Source: an optimization exercise on an open RTL-to-GDS flow (aim: small area and few clock cycles per item). Production flows keep margins and buffers that such runs may drop. Function was checked by simulation only, so behaviour that the tests miss may differ from the original.

==> willow: inputs <==
Design touch_joystick_mapper, start of the top module:
module touch_joystick_mapper (
  input  logic        clk,
  input  logic        rst_n,
  input  logic        in_valid,
  output logic        in_ready,
  input  logic        in_cmd,
  input  logic [11:0] in_touch_x,
  input  logic [11:0] in_touch_y,
  input  logic        cfg_valid,
  output logic        cfg_ready,
  input  logic [1:0]  cfg_addr,
  input  logic [14:0] cfg_data,
  output logic        out_valid,
  input  logic        out_ready,
  output logic [13:0] out_knob_x,
  output logic [13:0] out_knob_y,
  output logic [15:0] out_linear_cmd,
  output logic [15:0] out_angular_cmd,
  output logic        out_active
);
Settings: LEC_CHECK=0, ABC_AREA=1, CAP_MARGIN=20, CORE_MARGIN=2, CORE_UTILIZATION=62, CTS_BUF_LIST=sky130_fd_sc_hd__clkbuf_8, CTS_CLUSTER_SIZE=30, PLACE_DENSITY=0.72, SLEW_MARGIN=20; clock period 11.0 ns.
run.sh (not shown) runs the stock make flow with config.mk's settings and CLKGATE_MAP_FILE= SYNTH_SCRIPT=/design/flow/synth_recipe.tcl, a recipe that flattens the netlist after the stock synthesis.
==> yarrow: changes against willow <==
--- a/flow/config.mk
+++ b/flow/config.mk
@@ -8,8 +8,8 @@
 export ABC_AREA = 1
 export CAP_MARGIN = 20
 export CORE_MARGIN = 2
-export CORE_UTILIZATION = 62
+export CORE_UTILIZATION = 50
 export CTS_BUF_LIST = sky130_fd_sc_hd__clkbuf_8
 export CTS_CLUSTER_SIZE = 30
-export PLACE_DENSITY = 0.72
+export GPL_TIMING_DRIVEN = 0
 export SLEW_MARGIN = 20
==> reports/qor.txt <==
Setup violations, final: 3
layout check faults: setup timing
first-iteration detailed-routing DRC count: 5237
Tot GR Track Use: 0.278
status: failed layout checks
Critical Path Max Stage Delay: 0.41 ns
Final WS setup: -0.0154 ns
slew margin rel.: 0.153
[end of results for yarrow]
==> reports/qor.txt <==
status: no timing/DRC/antenna violations
first-iteration detailed-routing DRC count: 6280
Tot GR Track Use: 0.330
Critical Path Max Stage Delay: 0.42 ns
[end of results for willow]
Testbench counts of willow, summed over its fixed seeds: cycles 16,112, items 16,000.
Testbench counts of yarrow, summed over its fixed seeds: cycles 16,112, items 16,000.


==> job 6352 <==
touch_joystick_mapper, a different RTL version from the one above (not shown whole).
==> flow/config.mk <==
export PLATFORM = sky130hd
export DESIGN_NAME = touch_joystick_mapper
export DESIGN_NICKNAME = touch_joystick_mapper
export VERILOG_FILES = /design/flow/design.v
export SDC_FILE = /design/flow/constraint.sdc
export NUM_CORES = 4
export LEC_CHECK = 0
export ABC_AREA = 1
export CAP_MARGIN = 20
export CORE_MARGIN = 2
export CORE_UTILIZATION = 62
export CTS_BUF_LIST = sky130_fd_sc_hd__clkbuf_8 sky130_fd_sc_hd__clkbuf_16
export CTS_CLUSTER_DIAMETER = 60
export CTS_CLUSTER_SIZE = 30
export PLACE_DENSITY = 0.72
export SLEW_MARGIN = 20
==> flow/constraint.sdc <==
create_clock -name core_clock -period 11.0 [get_ports {clk}]
set_input_delay 2.2000 -clock core_clock [delete_from_list [all_inputs] [get_ports {clk}]]
set_output_delay 2.2000 -clock core_clock [all_outputs]
set_load 0.01 [all_outputs]
==> job 8198: changes against job 6352 <==
--- a/flow/design.v
+++ b/flow/design.v
@@ -4000,33 +4000,33 @@
   wire dv21_P44 = dv21_p[24] & dv21_P24;
   wire [25:0] dv21_s = {dv21_p[25] ^ dv21_G44, dv21_p[24] ^ dv21_G24, dv21_p[23] ^ dv21_G43, dv21_p[22] ^ dv21_G31, dv21_p[21] ^ dv21_G42, dv21_p[20] ^ dv21_G26, dv21_p[19] ^ dv21_G41, dv21_p[18] ^ dv21_G30, dv21_p[17] ^ dv21_G40, dv21_p[16] ^ dv21_G23, dv21_p[15] ^ dv21_G39, dv21_p[14] ^ dv21_G29, dv21_p[13] ^ dv21_G38, dv21_p[12] ^ dv21_G25, dv21_p[11] ^ dv21_G37, dv21_p[10] ^ dv21_G28, dv21_p[9] ^ dv21_G36, dv21_p[8] ^ dv21_G20, dv21_p[7] ^ dv21_G35, dv21_p[6] ^ dv21_G27, dv21_p[5] ^ dv21_G34, dv21_p[4] ^ dv21_G14, dv21_p[3] ^ dv21_G33, dv21_p[2] ^ dv21_G1, dv21_p[1] ^ dv21_c0g, dv21_p[0] ^ 1'b1};
   wire dv21_co = dv21_G32;
   wire [24:0] rem_22 = dv21_co ? dv21_s[24:0] : dt_21[24:0];
   wire [21:0] lo_22 = {lo_21[20:0], dv21_co};
+  wire [0:0] nnz = ~(|rem_22);
+  wire [21:0] rlo = rem_22[21:0];
   logic v9;
   always_ff @(posedge clk) if (!rst_n) v9 <= 1'b0; else if (en) v9 <= v8;
-  logic [24:0] rem_22__r9;
-  always_ff @(posedge clk) if (en) rem_22__r9 <= rem_22;
+  logic [0:0] nnz__r9;
+  always_ff @(posedge clk) if (en) nnz__r9 <= nnz;
+  logic [21:0] rlo__r9;
+  always_ff @(posedge clk) if (en) rlo__r9 <= rlo;
   logic [21:0] lo_22__r9;
   always_ff @(posedge clk) if (en) lo_22__r9 <= lo_22;
-  logic [24:0] nDen__r9;
-  always_ff @(posedge clk) if (en) nDen__r9 <= nDen__r8;
   logic [0:0] clamp__r9;
   always_ff @(posedge clk) if (en) clamp__r9 <= clamp__r8;
   logic [0:0] sx__r9;
   always_ff @(posedge clk) if (en) sx__r9 <= sx__r8;
   logic [0:0] sy__r9;
   always_ff @(posedge clk) if (en) sy__r9 <= sy__r8;
   logic [0:0] rel__r9;
   always_ff @(posedge clk) if (en) rel__r9 <= rel__r8;
-  wire [0:0] nnz = ~(|rem_22__r9);
-  wire [21:0] rlo = rem_22__r9[21:0];
   wire [21:0] Mv = ~nR2;
   wire [21:0] nlo = ~lo_22__r9;
   wire [21:0] ny_p = Mv ^ nlo;
   wire [21:0] ny_g0 = Mv & nlo;
-  wire ny_c0g = ny_g0[0] | (ny_p[0] & nnz);
+  wire ny_c0g = ny_g0[0] | (ny_p[0] & nnz__r9);
   wire ny_G1 = ny_g0[1] | (ny_p[1] & ny_c0g);
   wire ny_P1 = ny_p[1] & ny_p[0];
   wire ny_G2 = ny_g0[3] | (ny_p[3] & ny_g0[2]);
   wire ny_P2 = ny_p[3] & ny_p[2];
   wire ny_G3 = ny_g0[5] | (ny_p[5] & ny_g0[4]);
@@ -4095,13 +4095,13 @@
   wire ny_P34 = ny_p[16] & ny_P19;
   wire ny_G35 = ny_g0[18] | (ny_p[18] & ny_G25);
   wire ny_P35 = ny_p[18] & ny_P25;
   wire ny_G36 = ny_g0[20] | (ny_p[20] & ny_G21);
   wire ny_P36 = ny_p[20] & ny_P21;
-  wire [21:0] ny_s = {ny_p[21] ^ ny_G36, ny_p[20] ^ ny_G21, ny_p[19] ^ ny_G35, ny_p[18] ^ ny_G25, ny_p[17] ^ ny_G34, ny_p[16] ^ ny_G19, ny_p[15] ^ ny_G33, ny_p[14] ^ ny_G24, ny_p[13] ^ ny_G32, ny_p[12] ^ ny_G20, ny_p[11] ^ ny_G31, ny_p[10] ^ ny_G23, ny_p[9] ^ ny_G30, ny_p[8] ^ ny_G17, ny_p[7] ^ ny_G29, ny_p[6] ^ ny_G22, ny_p[5] ^ ny_G28, ny_p[4] ^ ny_G12, ny_p[3] ^ ny_G27, ny_p[2] ^ ny_G1, ny_p[1] ^ ny_c0g, ny_p[0] ^ nnz};
+  wire [21:0] ny_s = {ny_p[21] ^ ny_G36, ny_p[20] ^ ny_G21, ny_p[19] ^ ny_G35, ny_p[18] ^ ny_G25, ny_p[17] ^ ny_G34, ny_p[16] ^ ny_G19, ny_p[15] ^ ny_G33, ny_p[14] ^ ny_G24, ny_p[13] ^ ny_G32, ny_p[12] ^ ny_G20, ny_p[11] ^ ny_G31, ny_p[10] ^ ny_G23, ny_p[9] ^ ny_G30, ny_p[8] ^ ny_G17, ny_p[7] ^ ny_G29, ny_p[6] ^ ny_G22, ny_p[5] ^ ny_G28, ny_p[4] ^ ny_G12, ny_p[3] ^ ny_G27, ny_p[2] ^ ny_G1, ny_p[1] ^ ny_c0g, ny_p[0] ^ nnz__r9};
   wire ny_co = ny_G26;
-  wire [21:0] Ny = clamp__r9 ? ny_s : rlo;
+  wire [21:0] Ny = clamp__r9 ? ny_s : rlo__r9;
   wire [21:0] Nx = lo_22__r9;
   wire [1:0] qxt_0 = Nx[21:20];
   wire [0:0] qxge_0 = |qxt_0;
   wire [1:0] qxrm_1 = {qxt_0[1] & qxt_0[0], qxt_0[1] & ~qxt_0[0]};
   wire [0:0] qxrt_1 = qxge_0;
--- a/flow/config.mk
+++ b/flow/config.mk
@@ -7,10 +7,9 @@
 export LEC_CHECK = 0
 export ABC_AREA = 1
 export CAP_MARGIN = 20
 export CORE_MARGIN = 2
 export CORE_UTILIZATION = 62
-export CTS_BUF_LIST = sky130_fd_sc_hd__clkbuf_8 sky130_fd_sc_hd__clkbuf_16
-export CTS_CLUSTER_DIAMETER = 60
+export CTS_BUF_LIST = sky130_fd_sc_hd__clkbuf_8
 export CTS_CLUSTER_SIZE = 30
 export PLACE_DENSITY = 0.72
 export SLEW_MARGIN = 20
==> job 8223: changes against job 6352 <==
--- a/flow/config.mk
+++ b/flow/config.mk
@@ -7,10 +7,9 @@
 export LEC_CHECK = 0
 export ABC_AREA = 1
 export CAP_MARGIN = 20
 export CORE_MARGIN = 2
 export CORE_UTILIZATION = 62
-export CTS_BUF_LIST = sky130_fd_sc_hd__clkbuf_8 sky130_fd_sc_hd__clkbuf_16
-export CTS_CLUSTER_DIAMETER = 60
+export CTS_BUF_LIST = sky130_fd_sc_hd__clkbuf_4
 export CTS_CLUSTER_SIZE = 30
 export PLACE_DENSITY = 0.72
 export SLEW_MARGIN = 20
==> qor.txt <==
Status: no timing/DRC/antenna violations
Multi-input combinational area share: 0.585
Post-Synth Simple-Gate Area: 0.132
Die area: 165000 um^2
Vias in the first global route: 75800
Post-synthesis mux area share: 0.00345
Post-route worst setup slack: 0.569 ns
CP Capture Type: register
Initial Util: 0.625
Hold path start: sy__r5$_DFFE_PN_
[end of results for job 6352]
==> qor.txt <==
Initial Util: 0.625
Setup TNS: 0 ns
Share of layout cells above drive strength 1: 0.0988
Crit path max-delay cell type: fa_1
Status: no timing/DRC/antenna violations
Post-synthesis mux area share: 0.00345
Post-route worst setup slack: 0.648 ns
Reg2reg end: qyrm_6__r10[5]$_DFFE_PN_
H-tree levels: 5
N_taps: 2160
Area Growth Syn to Fin: 9.41%
Post-Synth Simple-Gate Area: 0.132
Hold path start: lo_19__r8[14]$_DFFE_PN_
Multi-input combinational area share: 0.587
CP Capture Type: primary output
Hold buffer count at cts: 0
Via density: 5.53
Initial antenna violation count: 7
Multi-input gate count: 7823
Die area: 165000 um^2
[end of results for job 8223]
==> qor.txt <==
Initial Util: 0.625
Vias in the first global route: 77100
Post-Synth Simple-Gate Area: 0.136
Multi-input combinational area share: 0.583
Post-route worst setup slack: 0.574 ns
CP Capture Type: primary output
Die area: 166000 um^2
Post-synthesis mux area share: 0.00324
Hold path start: lo_10__r5[18]$_DFFE_PN_
Status: no timing/DRC/antenna violations
Chip width: 407 um
[end of results for job 8198]
Testbench counts of job 6352, summed over its fixed seeds: cycles 16,112, items 16,000.
Testbench counts of job 8198, summed over its fixed seeds: cycles 16,112, items 16,000.
Testbench counts of job 8223, summed over its fixed seeds: cycles 16,112, items 16,000.

-- re-timing with driven ports --
The flow's constraints put no driver on any port. The routed layouts listed below were extracted and timed again, unchanged, in two steps. Step 1 sets driving cells, clkbuf_16 on the clock port and buf_2 on the other inputs (assumed; they add their load-dependent delay and slew). Step 2 times the ports against the registers' clock, not the clock port: input delays grow and output delays shrink by t, the midpoint of the rising clock arrivals with the driver on. a / b / c = ideal ports / drivers / drivers and shift; a / b = the first two.
run	shift t [ns]	setup slack, ns	hold slack, ns	worst data-port slew with drivers (ns)	cell pins on the clock port's net
willow	0.994	0.336 / 0.336 / 0.276	0.380 / 0.380 / 0.380	0.10	1
yarrow	1.071	-0.015 / -0.015 / -0.555	0.370 / 0.370 / 0.370	0.07	1
job 6352	0.825	0.569 / 0.569 / 0.056	0.394 / 0.394 / 0.394	0.11	1
job 8198	1.027	0.574 / 0.483 / 0.017	0.403 / 0.403 / 0.403	0.20	1
job 8223	1.344	0.648 / 0.566 / 0.035	0.294 / 0.294 / 0.294	0.11	1
For job 8223, which loses most, drivers alone change the setup slack by -0.082 ns; drivers and shift together by -0.613 ns.
